Background: an optimization exercise with open tools, aiming at small area, a short achievable clock period and few clock cycles per item. Do not read the settings as production practice. Where RTL was checked, it was by simulation tests only, not by an equivalence proof against the original. Power is estimated from default activity; no workload was simulated.

Setup of the previous run:
==> module dfas_prep, before the edit <==
module dfas_prep (
  input  wire logic [63:0] a_digits,
  input  wire logic [63:0] b_digits,
  input  wire logic [10:0] a_exponent,
  input  wire logic [10:0] b_exponent,
  output logic [63:0]      da,          
  output logic [63:0]      db,
  output logic             za,          
  output logic             zb,
  output logic             a_ge,        
  output logic [3:0]       sh_ab,       
  output logic [3:0]       sh_ba        
);
  logic [11:0] dab;
  always_comb begin
    for (int i = 0; i < 16; i++) begin
      da[4*i +: 4] = dfas_pkg::clamp_digit(a_digits[4*i +: 4]);
      db[4*i +: 4] = dfas_pkg::clamp_digit(b_digits[4*i +: 4]);
    end
    za     = (a_digits == '0);
    zb     = (b_digits == '0);
    dab    = dfas_pkg::sub12({a_exponent[10], a_exponent}, {b_exponent[10], b_exponent});
    a_ge   = !dab[11];
    sh_ab  = 4'(a_exponent[3:0] - b_exponent[3:0]);
    sh_ba  = 4'(b_exponent[3:0] - a_exponent[3:0]);
  end
endmodule
==> module dfas_align, before the edit <==
module dfas_align (
  input  wire logic [63:0] da,
  input  wire logic [63:0] db,
  input  wire logic        za,
  input  wire logic        zb,
  input  wire logic        a_ge_raw,
  input  wire logic [3:0]  sh_ab,
  input  wire logic [3:0]  sh_ba,
  input  wire logic [10:0] a_exponent,
  input  wire logic [10:0] b_exponent,
  input  wire logic        a_sign,
  input  wire logic        b_sign,      
  output logic [79:0]      t,           
  output logic [10:0]      e,           
  output logic             sx,          
  output logic             sub          
);
  logic [63:0] x, yr, ys;
  logic        zany, a_ge, sel_a, sat;
  logic [3:0]  sh;
  logic [11:0] dab, dba;
  always_comb begin
    zany  = za || zb;
    a_ge  = zany || a_ge_raw;
    sel_a = zb || (!za && a_ge_raw);
    sh    = zany ? 4'd0 : (a_ge_raw ? sh_ab : sh_ba);
    dab   = dfas_pkg::sub12({a_exponent[10], a_exponent}, {b_exponent[10], b_exponent});
    dba   = dfas_pkg::sub12({b_exponent[10], b_exponent}, {a_exponent[10], a_exponent});
    sat   = !zany && (a_ge_raw ? (dab[11:4] != '0) : (dba[11:4] != '0));
    sub   = a_sign ^ b_sign;
    x     = a_ge ? da : db;
    yr    = a_ge ? db : da;
    ys    = yr >> {sh, 2'b00};
    for (int i = 0; i < 16; i++) begin
      logic [3:0] d, ye;
      d  = sat ? 4'd0 : ys[4*i +: 4];
      ye = sub ? dfas_pkg::nines(d) : d;
      t[5*i +: 5] = {1'b0, x[4*i +: 4]} + {1'b0, ye};
    end
    e  = sel_a ? a_exponent : b_exponent;
    sx = a_ge ? a_sign : b_sign;
  end
endmodule
==> module decimal_float_add_subtract, before the edit <==
module decimal_float_add_subtract (
  input  wire logic               clk,
  input  wire logic               rst,
  input  wire logic               in_valid,
  output logic                    in_ready,
  input  wire logic               command,
  input  wire logic               a_sign,
  input  wire logic signed [10:0] a_exponent,
  input  wire logic [63:0]        a_digits,
  input  wire logic               b_sign,
  input  wire logic signed [10:0] b_exponent,
  input  wire logic [63:0]        b_digits,
  output logic                    out_valid,
  input  wire logic               out_ready,
  output logic                    result_sign,
  output logic signed [10:0]      result_exponent,
  output logic [63:0]             result_digits,
  output logic                    exponent_out_of_range
);
  logic        adv, o_free;
  logic        rdy;    
  logic        v0, sa0, sb0, za0, zb0, ge0;
  logic [63:0] a0, b0;
  logic [10:0] ea0, eb0;
  logic [3:0]  sab0, sba0;
  logic        v1, sx1, sub1;
  logic [79:0] t1;
  logic [10:0] e1;
  logic        v2, ovf2, s2;
  logic [63:0] m2;
  logic [10:0] e2;
  logic        kv, k_sign, k_oor;
  logic [10:0] k_exp;
  logic [63:0] k_digits;
  logic [63:0] dap, dbp, mb;
  logic        zap, zbp, gep;
  logic [3:0]  sabp, sbap;
  logic [79:0] ta;
  logic [10:0] ea, eb;
  logic        sxa, suba, ovfb, sb;
  logic        zs, zo;
  logic [10:0] ze;
  logic [63:0] zd;
  assign adv      = !kv;
  assign in_ready = rdy;
  assign o_free   = !out_valid || out_ready;
  dfas_prep u_prep (
    .a_digits(a_digits), .b_digits(b_digits), .a_exponent(a_exponent),
    .b_exponent(b_exponent), .da(dap), .db(dbp), .za(zap), .zb(zbp), .a_ge(gep),
    .sh_ab(sabp), .sh_ba(sbap)
  );
  dfas_align u_align (
    .da(a0), .db(b0), .za(za0), .zb(zb0), .a_ge_raw(ge0), .sh_ab(sab0), .sh_ba(sba0),
    .a_exponent(ea0), .b_exponent(eb0),
    .a_sign(sa0), .b_sign(sb0), .t(ta), .e(ea), .sx(sxa), .sub(suba)
  );
  dfas_addsub u_addsub (
    .t(t1), .e(e1), .sx(sx1), .sub(sub1),
    .m(mb), .em(eb), .ovf(ovfb), .sign(sb)
  );
  dfas_norm u_norm (
    .m(m2), .em(e2), .ovf(ovf2), .sign(s2),
    .res_sign(zs), .res_exp(ze), .res_digits(zd), .res_oor(zo)
  );
  always_ff @(posedge clk) begin
    if (rst) begin
      v0        <= 1'b0;
      v1        <= 1'b0;
      v2        <= 1'b0;
      kv        <= 1'b0;
      rdy       <= 1'b1;
      out_valid <= 1'b0;
    end else begin
      if (adv) begin
        v0 <= in_valid;
        v1 <= v0;
        v2 <= v1;
      end
      if (o_free) begin
        out_valid <= kv || v2;
        kv        <= 1'b0;
        rdy       <= 1'b1;
      end else if (!kv) begin
        kv  <= v2;
        rdy <= !v2;
      end
    end
  end
  always_ff @(posedge clk) begin
    if (adv) begin
      a0   <= dap;
      b0   <= dbp;
      za0  <= zap;
      zb0  <= zbp;
      ge0  <= gep;
      sab0 <= sabp;
      sba0 <= sbap;
      ea0  <= a_exponent;
      eb0  <= b_exponent;
      sa0  <= a_sign;
      sb0  <= b_sign ^ command;
      t1   <= ta;
      e1   <= ea;
      sx1  <= sxa;
      sub1 <= suba;
      m2   <= mb;
      e2   <= eb;
      ovf2 <= ovfb;
      s2   <= sb;
      k_sign   <= zs;
      k_exp    <= ze;
      k_digits <= zd;
      k_oor    <= zo;
    end
    if (o_free) begin
      result_sign           <= kv ? k_sign   : zs;
      result_exponent       <= kv ? k_exp    : ze;
      result_digits         <= kv ? k_digits : zd;
      exponent_out_of_range <= kv ? k_oor    : zo;
    end
  end
endmodule
clock: 16.0 ns
lec_check: 0
abc_area: 1
cap_margin: 20
core_margin: 2
core_utilization: 40
cts_cluster_diameter: 120
cts_cluster_size: 30
slew_margin: 20
standard.sh (not shown) runs the stock make flow with config.mk's settings and CLKGATE_MAP_FILE= SYNTH_SCRIPT=/design/flow/synth_recipe.tcl, a recipe that flattens the netlist after the stock synthesis.
==> flow/flow/run.sh <==
#!/bin/bash
# Own layout flow: the standard ORFS flow (standard.sh: unchanged synthesis and
# steps, the standard flow's constraint.sdc and clock period), with two changes to how the layout
# is made: the timing repair is asked to leave extra setup slack, so the layout is
# optimised for a shorter achieved period, and the port buffers are buf_1 cells (sized up by the repair where timing needs it)
# instead of the default delay-buffer cell. Every port still gets its buffer.
# make's full output is in run_standard.log; each step's tool log is in orfs/logs/.
set -euo pipefail
bash standard.sh SETUP_SLACK_MARGIN=11.6 \
  "BUFFER_PORTS_ARGS=-buffer_cell sky130_fd_sc_hd__buf_1" finish > run_standard.log 2>&1
test -f out/final.def
Testbench counts of the previous run, summed over its fixed seeds: cycles 16,032, items 16,000.
--- input diff the previous run..the current run ---
--- a/flow/design.v
+++ b/flow/design.v
@@ -36,53 +36,58 @@
   input  wire logic [10:0] a_exponent,
   input  wire logic [10:0] b_exponent,
   output logic [63:0]      da,          
   output logic [63:0]      db,
   output logic             za,          
   output logic             zb,
-  output logic             a_ge,        
+  output logic             gt_hi,       
+  output logic             eq_hi,       
+  output logic             ge_lo,       
   output logic [3:0]       sh_ab,       
   output logic [3:0]       sh_ba        
 );
-  logic [11:0] dab;
   always_comb begin
     for (int i = 0; i < 16; i++) begin
       da[4*i +: 4] = dfas_pkg::clamp_digit(a_digits[4*i +: 4]);
       db[4*i +: 4] = dfas_pkg::clamp_digit(b_digits[4*i +: 4]);
     end
     za     = (a_digits == '0);
     zb     = (b_digits == '0);
-    dab    = dfas_pkg::sub12({a_exponent[10], a_exponent}, {b_exponent[10], b_exponent});
-    a_ge   = !dab[11];
+    gt_hi  = $signed(a_exponent[10:4]) > $signed(b_exponent[10:4]);
+    eq_hi  = (a_exponent[10:4] == b_exponent[10:4]);
+    ge_lo  = (a_exponent[3:0] >= b_exponent[3:0]);
     sh_ab  = 4'(a_exponent[3:0] - b_exponent[3:0]);
     sh_ba  = 4'(b_exponent[3:0] - a_exponent[3:0]);
   end
 endmodule
 module dfas_align (
   input  wire logic [63:0] da,
   input  wire logic [63:0] db,
   input  wire logic        za,
   input  wire logic        zb,
-  input  wire logic        a_ge_raw,
+  input  wire logic        gt_hi,
+  input  wire logic        eq_hi,
+  input  wire logic        ge_lo,
   input  wire logic [3:0]  sh_ab,
   input  wire logic [3:0]  sh_ba,
   input  wire logic [10:0] a_exponent,
   input  wire logic [10:0] b_exponent,
   input  wire logic        a_sign,
   input  wire logic        b_sign,      
   output logic [79:0]      t,           
   output logic [10:0]      e,           
   output logic             sx,          
   output logic             sub          
 );
   logic [63:0] x, yr, ys;
-  logic        zany, a_ge, sel_a, sat;
+  logic        zany, a_ge_raw, a_ge, sel_a, sat;
   logic [3:0]  sh;
   logic [11:0] dab, dba;
   always_comb begin
     zany  = za || zb;
+    a_ge_raw = gt_hi || (eq_hi && ge_lo);
     a_ge  = zany || a_ge_raw;
     sel_a = zb || (!za && a_ge_raw);
     sh    = zany ? 4'd0 : (a_ge_raw ? sh_ab : sh_ba);
     dab   = dfas_pkg::sub12({a_exponent[10], a_exponent}, {b_exponent[10], b_exponent});
     dba   = dfas_pkg::sub12({b_exponent[10], b_exponent}, {a_exponent[10], a_exponent});
     sat   = !zany && (a_ge_raw ? (dab[11:4] != '0) : (dba[11:4] != '0));
@@ -234,13 +239,13 @@
   output logic signed [10:0]      result_exponent,
   output logic [63:0]             result_digits,
   output logic                    exponent_out_of_range
 );
   logic        adv, o_free;
   logic        rdy;    
-  logic        v0, sa0, sb0, za0, zb0, ge0;
+  logic        v0, sa0, sb0, za0, zb0, gth0, eqh0, gel0;
   logic [63:0] a0, b0;
   logic [10:0] ea0, eb0;
   logic [3:0]  sab0, sba0;
   logic        v1, sx1, sub1;
   logic [79:0] t1;
   logic [10:0] e1;
@@ -248,30 +253,30 @@
   logic [63:0] m2;
   logic [10:0] e2;
   logic        kv, k_sign, k_oor;
   logic [10:0] k_exp;
   logic [63:0] k_digits;
   logic [63:0] dap, dbp, mb;
-  logic        zap, zbp, gep;
+  logic        zap, zbp, gthp, eqhp, gelp;
   logic [3:0]  sabp, sbap;
   logic [79:0] ta;
   logic [10:0] ea, eb;
   logic        sxa, suba, ovfb, sb;
   logic        zs, zo;
   logic [10:0] ze;
   logic [63:0] zd;
   assign adv      = !kv;
   assign in_ready = rdy;
   assign o_free   = !out_valid || out_ready;
   dfas_prep u_prep (
     .a_digits(a_digits), .b_digits(b_digits), .a_exponent(a_exponent),
-    .b_exponent(b_exponent), .da(dap), .db(dbp), .za(zap), .zb(zbp), .a_ge(gep),
+    .b_exponent(b_exponent), .da(dap), .db(dbp), .za(zap), .zb(zbp), .gt_hi(gthp), .eq_hi(eqhp), .ge_lo(gelp),
     .sh_ab(sabp), .sh_ba(sbap)
   );
   dfas_align u_align (
-    .da(a0), .db(b0), .za(za0), .zb(zb0), .a_ge_raw(ge0), .sh_ab(sab0), .sh_ba(sba0),
+    .da(a0), .db(b0), .za(za0), .zb(zb0), .gt_hi(gth0), .eq_hi(eqh0), .ge_lo(gel0), .sh_ab(sab0), .sh_ba(sba0),
     .a_exponent(ea0), .b_exponent(eb0),
     .a_sign(sa0), .b_sign(sb0), .t(ta), .e(ea), .sx(sxa), .sub(suba)
   );
   dfas_addsub u_addsub (
     .t(t1), .e(e1), .sx(sx1), .sub(sub1),
     .m(mb), .em(eb), .ovf(ovfb), .sign(sb)
@@ -307,13 +312,15 @@
   always_ff @(posedge clk) begin
     if (adv) begin
       a0   <= dap;
       b0   <= dbp;
       za0  <= zap;
       zb0  <= zbp;
-      ge0  <= gep;
+      gth0 <= gthp;
+      eqh0 <= eqhp;
+      gel0 <= gelp;
       sab0 <= sabp;
       sba0 <= sbap;
       ea0  <= a_exponent;
       eb0  <= b_exponent;
       sa0  <= a_sign;
       sb0  <= b_sign ^ command;
### Flow results
Starting density of the core delta (the previous run -> the current run): insignificant
The design area in the current run was higher than what the previous run gave.
Route | the current run vs the previous run | wire longer in the current run
Number of cells upsized or downsized after cts, the current run and the previous run, lower one = the current run.
Between the current run and the previous run, the largest net degree at the start of global routing is lower for the current run.
Row power: the current run higher / the previous run lower
The run showing the greater vias per cell is the previous run.
Summary of the comparison: combinational power is higher in the current run, relative to the previous run.
~same transition time at the pin with the least slew margin in the current run and the previous run
Only the layout flow was run in the current run; the RTL was not checked for function there.

==> re-timing with driven ports <==
No port has a modelled driver above. Below, the same layouts with a new extraction and two added sets of constraints. Step 1: set_driving_cell puts a clkbuf_16 on clk and a buf_2 on each other input, an assumption about the parent block. Step 2 moves the port delays by t, midway between the first and last clock arrival at a register: inputs arrive t later, outputs are due t later. That takes back most of the time a late clock gives input paths. a / b / c = no drivers / after step 1 / after step 2; a / b = the first two.
| run | shift t [ns] | slack for setup (ns) | hold slack, ns | worst setup path at the end | worst slew at a driven data input, ns |
|---|---|---|---|---|---|
| the previous run | 0.643 | 11.638 / 11.571 / 11.011 | 0.456 / 0.456 / 0.456 | input to register | 0.06 |
| the current run | 0.657 | 11.628 / 11.564 / 11.234 | 0.460 / 0.460 / 0.460 | input to register | 0.06 |
After both steps every run listed still meets setup and hold. For the previous run, which loses most, drivers alone change the setup slack by -0.067 ns; drivers and shift together by -0.627 ns.
